This design comes from an exercise in tuning for a short achievable clock period and few clock cycles on the open sky130 flow, not from production work.
Function was not checked in any run shown here: the RTL went through the layout flow alone.
Power and IR drop assume default switching activity.

--- flow/config.mk ---
export PLATFORM = sky130hd
export DESIGN_NAME = axiToAhbBridge
export DESIGN_NICKNAME = axiToAhbBridge
export VERILOG_FILES = /design/flow/design.v
export SDC_FILE = /design/flow/constraint.sdc
export NUM_CORES = 4
export LEC_CHECK = 0
export ABC_CLOCK_PERIOD_IN_PS = 2000
export CAP_MARGIN = 20
export CORE_MARGIN = 2
export CORE_UTILIZATION = 40
export SETUP_SLACK_MARGIN = 3.3
export SLEW_MARGIN = 20
--- flow/constraint.sdc ---
create_clock -name core_clock -period 5.5 [get_ports {ACLK}]
set_input_delay 1.1000 -clock core_clock [delete_from_list [all_inputs] [get_ports {ACLK}]]
set_output_delay 1.1000 -clock core_clock [all_outputs]
set_load 0.01 [all_outputs]
--- flow/design.v ---
`default_nettype none
package axiAhbPkg;
    localparam int AddrWidth    = 32;
    localparam int DataWidth    = 32;
    localparam int IdWidth      = 4;
    localparam int MaxBeats     = 16;
    localparam int BeatIdxWidth = 4;
    typedef enum logic [1:0]
    {
        OKAY   = 2'd0,
        SLVERR = 2'd2
    } axiResp_e;
    typedef enum logic [1:0]
    {
        IDLE   = 2'd0,
        NONSEQ = 2'd2
    } ahbTrans_e;
    typedef enum logic [2:0]
    {
        BYTE = 3'd0,
        HALF = 3'd1,
        WORD = 3'd2
    } axiSize_e;
    typedef struct packed
    {
        logic [IdWidth-1:0]      id;
        logic [AddrWidth-1:0]    addr;
        logic [BeatIdxWidth-1:0] len;
        axiSize_e                size;
    } burstReq_t;
    typedef struct packed
    {
        logic [DataWidth-1:0] data;
        logic                 err;
    } readBeat_t;
endpackage
`default_nettype wire
`timescale 1ns/1ps
`default_nettype none
import axiAhbPkg::*;
module axiToAhbBridge (
    input  wire                                 ACLK,
    input  wire                                 rst,
    input  wire                                 awValid,
    output logic                                awReady,
    input  wire [axiAhbPkg::IdWidth-1:0]        awId,
    input  wire [axiAhbPkg::AddrWidth-1:0]      awAddr,
    input  wire [axiAhbPkg::BeatIdxWidth-1:0]   awLen,
    input  wire axiAhbPkg::axiSize_e            awSize,
    input  wire                                 wValid,
    output logic                                wReady,
    input  wire [axiAhbPkg::DataWidth-1:0]      wData,
    input  wire                                 wLast,
    output logic                                bValid,
    input  wire                                 bReady,
    output logic [axiAhbPkg::IdWidth-1:0]       bId,
    output axiAhbPkg::axiResp_e                 bResp,
    input  wire                                 arValid,
    output logic                                arReady,
    input  wire [axiAhbPkg::IdWidth-1:0]        arId,
    input  wire [axiAhbPkg::AddrWidth-1:0]      arAddr,
    input  wire [axiAhbPkg::BeatIdxWidth-1:0]   arLen,
    input  wire axiAhbPkg::axiSize_e            arSize,
    output logic                                rValid,
    input  wire                                 rReady,
    output logic [axiAhbPkg::IdWidth-1:0]       rId,
    output logic [axiAhbPkg::DataWidth-1:0]     rData,
    output axiAhbPkg::axiResp_e                 rResp,
    output logic                                rLast,
    output logic [axiAhbPkg::AddrWidth-1:0]     hAddr,
    output logic                                hWrite,
    output logic [2:0]                          hSize,
    output axiAhbPkg::ahbTrans_e                hTrans,
    output logic [axiAhbPkg::DataWidth-1:0]     hWData,
    input  wire [axiAhbPkg::DataWidth-1:0]      hRData,
    input  wire                                 hReady,
    input  wire                                 hResp
);
    logic                 awReadyQ;   
    logic [IdWidth-1:0]   awIdQ;
    logic [AddrWidth-1:0] awAddrQ;
    logic [3:0]           awLenQ;
    logic [2:0]           awSizeQ;
    logic                 arReadyQ;
    logic [IdWidth-1:0]   arIdQ;
    logic [AddrWidth-1:0] arAddrQ;
    logic [3:0]           arLenQ;
    logic [2:0]           arSizeQ;
    logic [DataWidth-1:0] wBuf [2];
    logic [1:0]           wWr;
    logic [1:0]           wRd;
    logic                 wReadyQ;
    logic                 hTransQ;
    logic                 hWriteQ;
    logic [AddrWidth-1:0] hAddrQ;
    logic [2:0]           hSizeQ;
    logic                 hLastQ;     
    logic                 curAct;     
    logic [3:0]           curLeft;    
    logic [DataWidth-1:0] wdPend;     
    logic                 dpAct;
    logic                 dpWr;
    logic                 dpLast;
    logic [DataWidth-1:0] hWDataQ;
    logic                 wrBusy;     
    logic [IdWidth-1:0]   wrId;
    logic                 errAcc;
    logic                 bValidQ;
    logic                 bErrQ;
    logic                 rdBusy;     
    logic [IdWidth-1:0]   rdId;
    logic                 rValidQ;
    logic [DataWidth-1:0] rDataQ;
    logic                 rErrQ;
    logic                 rLastQ;
    logic [DataWidth+1:0] rBuf [4];
    logic [2:0]           rWr;
    logic [2:0]           rRd;
    assign awReady = awReadyQ;
    assign arReady = arReadyQ;
    assign wReady  = wReadyQ;
    assign hTrans  = hTransQ ? NONSEQ : IDLE;
    assign hWrite  = hWriteQ;
    assign hAddr   = hAddrQ;
    assign hSize   = hSizeQ;
    assign hWData  = hWDataQ;
    assign bValid  = bValidQ;
    assign bId     = wrId;
    assign bResp   = bErrQ ? SLVERR : OKAY;
    assign rValid  = rValidQ;
    assign rId     = rdId;
    assign rData   = rDataQ;
    assign rResp   = rErrQ ? SLVERR : OKAY;
    assign rLast   = rLastQ;
    logic                 awAvail;
    logic [IdWidth-1:0]   awIdS;
    logic [AddrWidth-1:0] awAddrS;
    logic [3:0]           awLenS;
    logic [2:0]           awSizeS;
    logic                 arAvail;
    logic [IdWidth-1:0]   arIdS;
    logic [AddrWidth-1:0] arAddrS;
    logic [3:0]           arLenS;
    logic [2:0]           arSizeS;
    assign awAvail = !awReadyQ || awValid;
    assign awIdS   = awReadyQ ? awId   : awIdQ;
    assign awAddrS = awReadyQ ? awAddr : awAddrQ;
    assign awLenS  = awReadyQ ? awLen  : awLenQ;
    assign awSizeS = awReadyQ ? awSize : awSizeQ;
    assign arAvail = !arReadyQ || arValid;
    assign arIdS   = arReadyQ ? arId   : arIdQ;
    assign arAddrS = arReadyQ ? arAddr : arAddrQ;
    assign arLenS  = arReadyQ ? arLen  : arLenQ;
    assign arSizeS = arReadyQ ? arSize : arSizeQ;
    logic                 wIn;
    logic                 wEmpty;
    logic                 wAvail;
    logic [DataWidth-1:0] wHead;
    assign wIn    = wValid && wReadyQ;
    assign wEmpty = (wWr == wRd);
    assign wAvail = !wEmpty || wIn;
    assign wHead  = wEmpty ? wData : wBuf[wRd[0]];
    logic [2:0] rCnt;
    logic [2:0] rdOut;
    logic       credOK;
    assign rCnt   = rWr - rRd;
    assign rdOut  = rCnt + {2'd0, hTransQ && !hWriteQ} + {2'd0, dpAct && !dpWr}
                  + {2'd0, rValidQ};
    assign credOK = (rdOut <= 3'd4);
    logic canUpd;
    logic wrSel;
    logic contNow;
    logic startWr;
    logic startRd;
    logic presWr;
    assign canUpd  = !hTransQ || hReady;
    assign wrSel   = awAvail && !wrBusy;
    assign contNow = canUpd && curAct && (hWriteQ ? wAvail : credOK);
    assign startWr = canUpd && !curAct && wrSel && wAvail;
    assign startRd = canUpd && !curAct && !wrSel && arAvail && !rdBusy;
    assign presWr  = (contNow && hWriteQ) || startWr;
    logic rdDone;
    logic wrDoneBeat;
    assign rdDone     = dpAct && !dpWr && hReady;
    assign wrDoneBeat = dpAct && dpWr && hReady;
    logic rOutFree;
    logic rEmpty;
    logic rPop;
    logic rPush;
    assign rOutFree = !rValidQ || rReady;
    assign rEmpty   = (rWr == rRd);
    assign rPop     = rOutFree && !rEmpty;
    assign rPush    = rdDone && !(rOutFree && rEmpty);
    logic [11:0] addrInc;
    assign addrInc = hAddrQ[11:0] + (12'd1 << hSizeQ);
    logic [1:0] wCntN;
    assign wCntN = (wWr + {1'b0, wIn}) - (wRd + {1'b0, presWr});
    always_ff @(posedge ACLK)
    begin
        if (rst)
        begin
            awReadyQ <= 1'b1;
            arReadyQ <= 1'b1;
            wWr      <= 2'd0;
            wRd      <= 2'd0;
            wReadyQ  <= 1'b1;
            hTransQ  <= 1'b0;
            curAct   <= 1'b0;
            dpAct    <= 1'b0;
            wrBusy   <= 1'b0;
            bValidQ  <= 1'b0;
            rdBusy   <= 1'b0;
            rValidQ  <= 1'b0;
            rWr      <= 3'd0;
            rRd      <= 3'd0;
        end
        else
        begin
            awReadyQ <= awReadyQ ? (!awValid || startWr) : startWr;
            arReadyQ <= arReadyQ ? (!arValid || startRd) : startRd;
            if (wIn)
                wWr <= wWr + 2'd1;
            if (presWr)
                wRd <= wRd + 2'd1;
            wReadyQ <= (wCntN != 2'd2);
            if (canUpd)
            begin
                hTransQ <= contNow || startWr || startRd;
                if (curAct)
                    curAct <= !(contNow && (curLeft == 4'd1));
                else
                    curAct <= wrSel ? (startWr && (awLenS != 4'd0))
                                    : (startRd && (arLenS != 4'd0));
            end
            if (hReady)
                dpAct <= hTransQ;
            if (startWr)
                wrBusy <= 1'b1;
            else if (bValidQ && bReady)
                wrBusy <= 1'b0;
            if (wrDoneBeat && dpLast)
                bValidQ <= 1'b1;
            else if (bReady)
                bValidQ <= 1'b0;
            if (startRd)
                rdBusy <= 1'b1;
            else if (rValidQ && rReady && rLastQ)
                rdBusy <= 1'b0;
            if (rOutFree)
                rValidQ <= !rEmpty || rdDone;
            if (rPop)
                rRd <= rRd + 3'd1;
            if (rPush)
                rWr <= rWr + 3'd1;
        end
    end
    always_ff @(posedge ACLK)
    begin
        if (awReadyQ)
        begin
            awIdQ   <= awId;
            awAddrQ <= awAddr;
            awLenQ  <= awLen;
            awSizeQ <= awSize;
        end
        if (arReadyQ)
        begin
            arIdQ   <= arId;
            arAddrQ <= arAddr;
            arLenQ  <= arLen;
            arSizeQ <= arSize;
        end
        if (wIn)
            wBuf[wWr[0]] <= wData;
        if (canUpd)
        begin
            wdPend <= wHead;
            if (curAct)
            begin
                if (contNow)
                begin
                    hAddrQ[11:0] <= addrInc;
                    curLeft      <= curLeft - 4'd1;
                    hLastQ       <= (curLeft == 4'd1);
                end
            end
            else if (wrSel)
            begin
                hAddrQ  <= awAddrS;
                hWriteQ <= 1'b1;
                hSizeQ  <= awSizeS;
                curLeft <= awLenS;
                hLastQ  <= (awLenS == 4'd0);
            end
            else
            begin
                hAddrQ  <= arAddrS;
                hWriteQ <= 1'b0;
                hSizeQ  <= arSizeS;
                curLeft <= arLenS;
                hLastQ  <= (arLenS == 4'd0);
            end
        end
        if (startWr)
            wrId <= awIdS;
        if (startRd)
            rdId <= arIdS;
        if (hReady)
        begin
            dpWr    <= hWriteQ;
            dpLast  <= hLastQ;
            hWDataQ <= wdPend;
        end
        if (startWr)
            errAcc <= 1'b0;
        else if (wrDoneBeat)
            errAcc <= errAcc || hResp;
        if (wrDoneBeat && dpLast)
            bErrQ <= errAcc || hResp;
        if (rPush)
            rBuf[rWr[1:0]] <= {hRData, hResp, dpLast};
        if (rOutFree)
        begin
            if (rEmpty)
                {rDataQ, rErrQ, rLastQ} <= {hRData, hResp, dpLast};
            else
                {rDataQ, rErrQ, rLastQ} <= rBuf[rRd[1:0]];
        end
    end
endmodule
`default_nettype wire
--- flow/run.sh ---
#!/bin/bash
# synth_recipe.tcl (not shown) runs the flow's synth.tcl, then flattens the netlist and writes it again
# the make line also repeats each setting of config.mk as NAME=value (left out here)
make -C /OpenROAD-flow-scripts/flow DESIGN_CONFIG=/design/flow/config.mk WORK_HOME=/design/flow/orfs CLKGATE_MAP_FILE= SYNTH_SCRIPT=/design/flow/synth_recipe.tcl finish
==> results.sh, run 1 <==
export IMPL_drive_gt1_frac=0.379
export IMPL_avgSynthCellArea_um2=17.4
export IMPL_reg2regPathDepth=12
export IMPL_synthDistinctLibCells=69
export IMPL_slew_viol_final=0
export IMPL_die_w_um=215
export IMPL_yosys_top_cells_area="edfxtp_1, dfxtp_1, mux2_2, mux4_2, mux2i_1"
export IMPL_reg2reg_from="rWr[0]"
export IMPL_status="no timing/DRC/antenna violations"
export IMPL_design_area_um2=23800
export IMPL_fin_crit_sh=0.547
export IMPL_critPathCapture="hAddrQ[1]"
export IMPL_globalRouteTotalUtil=0.176
export IMPL_fin_ws_ns=2.49
export IMPL_yosys_area_top_type_share=0.589
export IMPL_syn_cell_area_um2=17800
export IMPL_regToRegSetupSlack_ns=2.49
export IMPL_port_buffers=275
export IMPL_cap_violations=0
export IMPL_hold_depth=0
export IMPL_crit_buf_inv=4
export IMPL_htreeDepth=2
export IMPL_setup_viol=0
export IMPL_num_vias=10100
export IMPL_clkSinkCount=460
export IMPL_synthFlopType="edfxtp_1"
export IMPL_cpMostUsedCell="inv_2"
export IMPL_initial_utilization=0.404
export IMPL_placementRows=77
export IMPL_syn2layout_area_growth_pct=33.4
export IMPL_async_reset_ff_frac=0
export IMPL_critPathKind="reg -> reg"
export IMPL_ys_seq_area_frac=0.713
export IMPL_hold_buffers=0
export IMPL_core_area_um2=44100
export IMPL_fin_worst_skew_ns=0.0134
export IMPL_drt_first_pass_iters=6
export IMPL_setup_worst_path_start="rWr[0]"
export IMPL_clockBufferDepth=3
export IMPL_synth_top_area_cell="edfxtp_1"
export IMPL_worst_ep_required_time_ns=5.84
export IMPL_synthCells=1025
export IMPL_critPathCaptureType="flop"
export IMPL_grt_max_degree=55
export IMPL_synth_most_common_cell="edfxtp_1"
export IMPL_dp_slack_ns=1.83
export IMPL_vias_per_cell=4.92
export IMPL_rsz0062_at_grt="true"
export IMPL_root_buffer="clkbuf_16"
export IMPL_antenna_left=0
export IMPL_p_total_mw=11.9
export IMPL_slowest_stage="fa_1"
export IMPL_r2r_end="hAddrQ[1]"
export IMPL_worst_slew_pin_slew_ns=1.06
export IMPL_crit_family="adder cells"
export IMPL_hold_worst_slack_ns=0.417
export IMPL_dpl_cell_area_um2=21200
export IMPL_hold_viol=0
export IMPL_synth_edff_count=350
export IMPL_overflow=0
export IMPL_relSlewSlack=0.296
export IMPL_hp_class="reg -> reg"
export IMPL_crit_cells=12
export IMPL_drt_total_wl_um=41900
export IMPL_min_period_ns=3.01
export IMPL_gp_congestion=0.729
export IMPL_path_max_fanout=17
export IMPL_fin_tns_setup_ns=0
export IMPL_max_freq_mhz=332
export IMPL_vdd_ir_drop_worst_uv=348
export IMPL_first_iter_violations=514
export IMPL_ys_top_cells_by_count="edfxtp_1, mux2_2, dfxtp_1, nor2_1, mux2i_1"
export IMPL_path_clk_slew_ns=0.06
export IMPL_drc=0
export IMPL_grt_pass1_wl_um=62200
export IMPL_cts_inserted_buffers=49
export IMPL_nNetsFinal=1603
export IMPL_clkLatencyLatePin_ns=0.59
export IMPL_synth_seq_cells=460
export IMPL_critPathArrivalTime_ns=3.35
export IMPL_cts_tree="yes"
export IMPL_ios=280
export IMPL_grt_pass1_vias=10600
export IMPL_yosys_warnings=1
export IMPL_die_area_um2=46300
export IMPL_start_kind="flop"
export IMPL_die_h_um=215
export IMPL_p_leak_nw=8.75
export IMPL_wl_per_cell_um=20.4
export IMPL_power_density_nw_per_um2=502
export IMPL_dp_hpwl_um=22900
export IMPL_antenna_found_initial=8
export IMPL_crit_path_cell_trace="inv_4 -> ha_4 -> inv_2 -> fa_1 -> ha_2 -> inv_2 -> fa_2 -> xnor3_1 -> xnor2_2 -> o31ai_4 -> a21oi_4 -> buf_12"
export IMPL_slowest_delay_ns=0.53
-- cells in the final DEF, fill, tap and decap left out, types with 6 or more instances in the layout --
cell type	n
edfxtp_1	350
clkdlybuf4s50_1	154
mux2_2	140
dfxtp_1	99
buf_2	91
buf_4	80
nor2_1	57
clkbuf_16	51
mux2i_1	50
a21oi_1	41
buf_6	37
mux4_2	34
ha_1	14
clkinv_1	14
inv_1	13
buf_12	11
nand2_1	10
xor2_1	10
and2_4	8
clkinv_2	8
clkbuf_1	8
bufbuf_16	8
nor2b_1	7
dfxtp_2	7
nor3_1	6
-- kinds of logic after synthesis --
logic type | share of synthesized area
adders and majority gates | 0.0181
other | 0.000210
and+or+nand+nor | 0.0411
xor gates and xnor gates | 0.0130
DFF | 0.713
buffers and inverters | 0.0213
AOI/OAI and AO/OA | 0.0302
muxes | 0.163
-- stage by stage --
stage               utilization  std cells
global route              0.539       2052
floorplan                     -       1027
detailed placement        0.480       1855
global placement          0.480       1855
finish                    0.539       2054
CTS                       0.525       1999
-- cell type report --
cell class | instances | area [µm²]
Clock buffer | 61 | 1330
Multi-Input combinational cell | 504 | 5050
Fill cell | 3709 | 20300
Tap cell | 592 | 741
Inverter | 19 | 77.6
Sequential cell | 460 | 12700
Antenna cell | 2 | 5.00
Clock inverter | 31 | 294
Timing Repair Buffer | 385 | 3540
-- worst min-delay path by stage --
stage	slack [ns]	startpoint	endpoint
final	0.42	wdPend[25]	hWDataQ[25]
after global placement	0.40	wdPend[3]	hWDataQ[3]
after floorplan	0.40	hLastQ	dpLast
after global routing	0.42	wdPend[7]	hWDataQ[7]
after CTS	0.41	wdPend[10]	hWDataQ[10]
after detailed placement	0.40	wdPend[11]	hWDataQ[11]
-- repair_timing --
action,CTS,global route
endpoints found under the setup margin,395,341
cloned,8,5
resized for setup,548,37
pin swaps,29,19
buffers inserted,44,47
-- layer usage --
layer  track usage  up-vias  part of all wire
met3        0.0689       73             0.085
met4        0.0487       10             0.022
met5             0        -            0.0014
li1              -     4722                 -
met2         0.285      271              0.47
met1         0.220     5037              0.42
-- sequential cells by signal, indices dropped and copies added, names as in the netlist, 32 cells and up, named ones only --
register / cells
hAddrQ: 32
wBuf: 64
awAddrQ: 32
hWDataQ: 32
wdPend: 32
rDataQ: 32
arAddrQ: 32
rBuf: 136
-- power by group --
part           internal [mW]  switching (mW)
Sequential              4.68           0.293
Clock                   1.96            1.35
Combinational           1.84            1.82
Total                   8.47            3.46
==> run 2: changes to the inputs <==
--- a/flow/design.v
+++ b/flow/design.v
@@ -126,10 +126,10 @@
     assign hWData  = hWDataQ;
-    assign bValid  = bValidQ;
+    assign bValid  = bValidQ || (wrDoneBeat && dpLast);
     assign bId     = wrId;
-    assign bResp   = bErrQ ? SLVERR : OKAY;
-    assign rValid  = rValidQ;
+    assign bResp   = (bValidQ ? bErrQ : (errAcc || hResp)) ? SLVERR : OKAY;
+    assign rValid  = rValidQ || rdDone;
     assign rId     = rdId;
-    assign rData   = rDataQ;
-    assign rResp   = rErrQ ? SLVERR : OKAY;
-    assign rLast   = rLastQ;
+    assign rData   = rValidQ ? rDataQ : hRData;
+    assign rResp   = (rValidQ ? rErrQ : hResp) ? SLVERR : OKAY;
+    assign rLast   = rValidQ ? rLastQ : dpLast;
     logic                 awAvail;
@@ -185,3 +185,2 @@
     assign wrDoneBeat = dpAct && dpWr && hReady;
-    logic rOutFree;
     logic rEmpty;
@@ -189,6 +188,7 @@
     logic rPush;
-    assign rOutFree = !rValidQ || rReady;
-    assign rEmpty   = (rWr == rRd);
-    assign rPop     = rOutFree && !rEmpty;
-    assign rPush    = rdDone && !(rOutFree && rEmpty);
+    logic rLoad;
+    assign rEmpty = (rWr == rRd);
+    assign rPop   = rValidQ && rReady && !rEmpty;
+    assign rPush  = rdDone && rValidQ && !(rReady && rEmpty);
+    assign rLoad  = rValidQ ? rReady : !rReady;
     logic [11:0] addrInc;
@@ -238,14 +238,13 @@
                 wrBusy <= 1'b1;
-            else if (bValidQ && bReady)
+            else if (bValid && bReady)
                 wrBusy <= 1'b0;
-            if (wrDoneBeat && dpLast)
-                bValidQ <= 1'b1;
-            else if (bReady)
-                bValidQ <= 1'b0;
+            bValidQ <= bValid && !bReady;
             if (startRd)
                 rdBusy <= 1'b1;
-            else if (rValidQ && rReady && rLastQ)
+            else if (rValid && rReady && rLast)
                 rdBusy <= 1'b0;
-            if (rOutFree)
-                rValidQ <= !rEmpty || rdDone;
+            if (rValidQ)
+                rValidQ <= !rReady || !rEmpty || rdDone;
+            else
+                rValidQ <= rdDone && !rReady;
             if (rPop)
@@ -317,3 +316,3 @@
             errAcc <= errAcc || hResp;
-        if (wrDoneBeat && dpLast)
+        if (!bValidQ)
             bErrQ <= errAcc || hResp;
@@ -321,3 +320,3 @@
             rBuf[rWr[1:0]] <= {hRData, hResp, dpLast};
-        if (rOutFree)
+        if (rLoad)
         begin
==> results.sh, run 2 <==
export IMPL_combPwrFrac=0.286
export IMPL_gp_congestion=0.735
export IMPL_path_max_fanout=5
export IMPL_htreeDepth=2
export IMPL_clockPowerShare=0.286
export IMPL_synthFlopType="edfxtp_1"
export IMPL_clkSinkCount=460
export IMPL_fin_worst_skew_ns=0.0169
export IMPL_core_area_um2=45300
export IMPL_min_period_ns=3.02
export IMPL_p_leak_nw=9.37
export IMPL_antenna_found_initial=5
export IMPL_drt_first_pass_iters=4
export IMPL_synthCells=1068
export IMPL_die_area_um2=47500
export IMPL_antennaDiodeCount=0
export IMPL_regToRegSetupSlack_ns=2.48
export IMPL_drc=0
export IMPL_largest_reg_flops=136
export IMPL_min_from="wdPend[23]"
export IMPL_status="no timing/DRC/antenna violations"
export IMPL_synth_seq_cells=460
export IMPL_yosys_top_cells_area="edfxtp_1, dfxtp_1, mux2_2, mux4_2, mux2i_1"
export IMPL_setup_viol=0
export IMPL_critPathCaptureType="flop"
export IMPL_p_switching_mw=3.19
export IMPL_ys_seq_area_frac=0.693
export IMPL_intPower_mw=8.10
export IMPL_final_cells=2111
export IMPL_synth_edff_count=349
export IMPL_cts_inserted_buffers=49
export IMPL_vdd_ir_drop_worst_uv=276
export IMPL_hold_viol=0
export IMPL_slew_viol_final=0
export IMPL_fin_crit_sh=0.548
export IMPL_avgSynthCellArea_um2=17.2
export IMPL_grt_max_degree=65
export IMPL_fin_tns_setup_ns=0
export IMPL_cts_tree="yes"
export IMPL_grt_pass1_vias=10900
export IMPL_drt_total_wl_um=43000
export IMPL_dp_cells=1906
export IMPL_wl_per_cell_um=20.4
export IMPL_p_total_mw=11.3
export IMPL_worst_slew_pin_slew_ns=1.04
export IMPL_clkLatencyLatePin_ns=0.58
export IMPL_num_vias=10500
export IMPL_final_cell_mix="edfxtp_1, clkdlybuf4s50_1, dfxtp_1, buf_2, mux2_4"
export IMPL_ys_top_cells_by_count="edfxtp_1, mux2_2, dfxtp_1, nor2_1, mux2i_1"
export IMPL_hold_depth=0
export IMPL_nNetsFinal=1658
export IMPL_cap_violations=0
export IMPL_final_common_cell="edfxtp_1"
export IMPL_clockBufferDepth=3
export IMPL_power_density_nw_per_um2=457
export IMPL_synthDistinctLibCells=74
export IMPL_reg2reg_from="rWr[0]"
export IMPL_yosys_warnings=1
export IMPL_critPathKind="reg -> reg"
export IMPL_yosys_area_top_type_share=0.572
export IMPL_hold_buffers=0
export IMPL_setup_worst_path_start="rWr[0]"
export IMPL_placementRows=78
export IMPL_max_freq_mhz=332
export IMPL_root_buffer="clkbuf_16"
export IMPL_synth_top_area_cell="edfxtp_1"
export IMPL_async_reset_ff_frac=0
export IMPL_fill_cells=3732
export IMPL_ios=280
export IMPL_port_buffers=275
export IMPL_syn2layout_area_growth_pct=34.9
export IMPL_path_clk_slew_ns=0.06
export IMPL_hp_class="reg -> reg"
export IMPL_r2r_end="hAddrQ[6]"
export IMPL_switching_share=0.283
export IMPL_relSlewSlack=0.303
export IMPL_antenna_left=0
export IMPL_die_w_um=218
export IMPL_p_seq_frac=0.428
export IMPL_start_kind="flop"
export IMPL_reg2regPathDepth=14
export IMPL_synth_most_common_cell="edfxtp_1"
export IMPL_syn_cell_area_um2=18300
export IMPL_first_iter_violations=552
export IMPL_hold_worst_slack_ns=0.419
export IMPL_critPathArrivalTime_ns=3.31
export IMPL_grt_pass1_wl_um=64100
export IMPL_worst_hold_path_endpoint="hWDataQ[23]"
export IMPL_die_h_um=218
export IMPL_vias_per_cell=4.95
export IMPL_rsz0062_at_grt="true"
export IMPL_worst_ep_required_time_ns=5.79
export IMPL_overflow=0
export IMPL_drive_gt1_frac=0.418
export IMPL_dp_hpwl_um=23700
export IMPL_initial_utilization=0.405
export IMPL_globalRouteTotalUtil=0.179
run 2: critical path, stage by stage (launching register included):
cell     delay, ns
dfxtp_2       0.33
inv_2         0.05
ha_4          0.26
inv_2         0.03
fa_1          0.47
ha_2          0.17
inv_2         0.04
fa_2          0.35
xnor3_1       0.22
xnor2_2       0.17
o31ai_2       0.07
buf_4         0.15
a21oi_4       0.15
buf_6         0.15
buf_12        0.13
run 2: worst max-delay path by stage:
stage	endpoint	depth (start not counted)
finish	hAddrQ[6]	14
global route	hAddrQ[10]	14
floorplan	wReadyQ	9
global placement	bResp[1]	4
CTS	hAddrQ[10]	14
detailed placement	bResp[1]	4
run 2: what timing repair did:
| item | CTS | global route |
|---|---|---|
| gates cloned | 14 | 1 |
| pin swaps | 36 | 22 |
| endpoints found under the setup margin | 418 | 265 |
| resized for setup | 678 | 108 |
| buffers inserted | 77 | 22 |
run 2: logic make-up after synthesis:
| group | after synthesis | synth area share |
|---|---|---|
| xor gates and xnor gates | 21 | 0.0120 |
| and+or+nand+nor | 144 | 0.0405 |
| other | 1 | 0.000205 |
| AOI/OAI and AO/OA | 83 | 0.0296 |
| buffers and inverters | 70 | 0.0205 |
| adders and majority gates | 25 | 0.0183 |
| DFF | 460 | 0.693 |
| muxes | 264 | 0.186 |
run 2: power by group through the flow:
stage / combinational (mW) / clock (mW) / sequential [mW]
3_5_place_dp: 2.66 / 0 / 4.99
3_3_place_gp: 2.63 / 0 / 4.97
5_1_grt: 3.51 / 3.45 / 4.90
6_report: 3.23 / 3.23 / 4.84
4_1_cts: 2.98 / 3.33 / 4.87
2_1_floorplan: 1.59 / 0 / 4.96
run 2: per-layer routing:
metal | GRT usage | routed length, µm | vias up
met2 | 0.312 | 21900 | 257
met3 | 0.0604 | 3230 | 60
met1 | 0.211 | 17100 | 5232
met5 | 0 | 48 | -
met4 | 0.0442 | 757 | 8
li1 | - | - | 4895
run 2: through the flow:
step | setup slack [ns] | instance area (µm²) | util
3_3_place_gp | 1.80 | 21900 | 0.485
3_5_place_dp | 1.75 | 21900 | 0.485
4_1_cts | 2.46 | 24200 | 0.535
6_report | 2.48 | 24700 | 0.546
2_1_floorplan | 2.20 | 18700 | -
5_1_grt | 2.38 | 24700 | 0.546
run 2: layout make-up:
| class | count | area (µm²) | share of cell area |
|---|---|---|---|
| clock inverter | 20 | 173 | 0.00698 |
| sequential | 460 | 12700 | 0.515 |
| clock buffer | 69 | 1390 | 0.0564 |
| inverter | 19 | 81.3 | 0.00329 |
| multi-input combinational | 545 | 5810 | 0.235 |
| tap | 600 | 751 | 0.0304 |
| timing repair inverter | 1 | 7.51 | 0.000304 |
| timing repair buffer | 397 | 3780 | 0.153 |

[afterwards: timing with drivers on the ports]
How much do the figures lean on ideal ports? The routed layouts below were timed once more, with nothing changed but the port constraints. Step 1 assumes that a clkbuf_16 drives the clock port and a buf_2 every other input. Step 2 moves the port delays by t, midway between the first and last clock arrival at a register: inputs arrive t later, outputs are due t later. That takes back most of the time a late clock gives input paths. Three values: ideal ports, drivers, drivers and shift; two values: the first two.
run | shift t [ns] | setup WS [ns] | worst setup path at the end
run 1 | 0.629 | 2.489 / 2.489 / 2.396 | input to register
run 2 | 0.622 | 2.484 / 2.484 / 2.339 | input to register
After both steps every run listed still meets setup and hold. The setup slack of run 2, which loses most, moves by 0.000 ns with the drivers and by -0.145 ns with both steps.
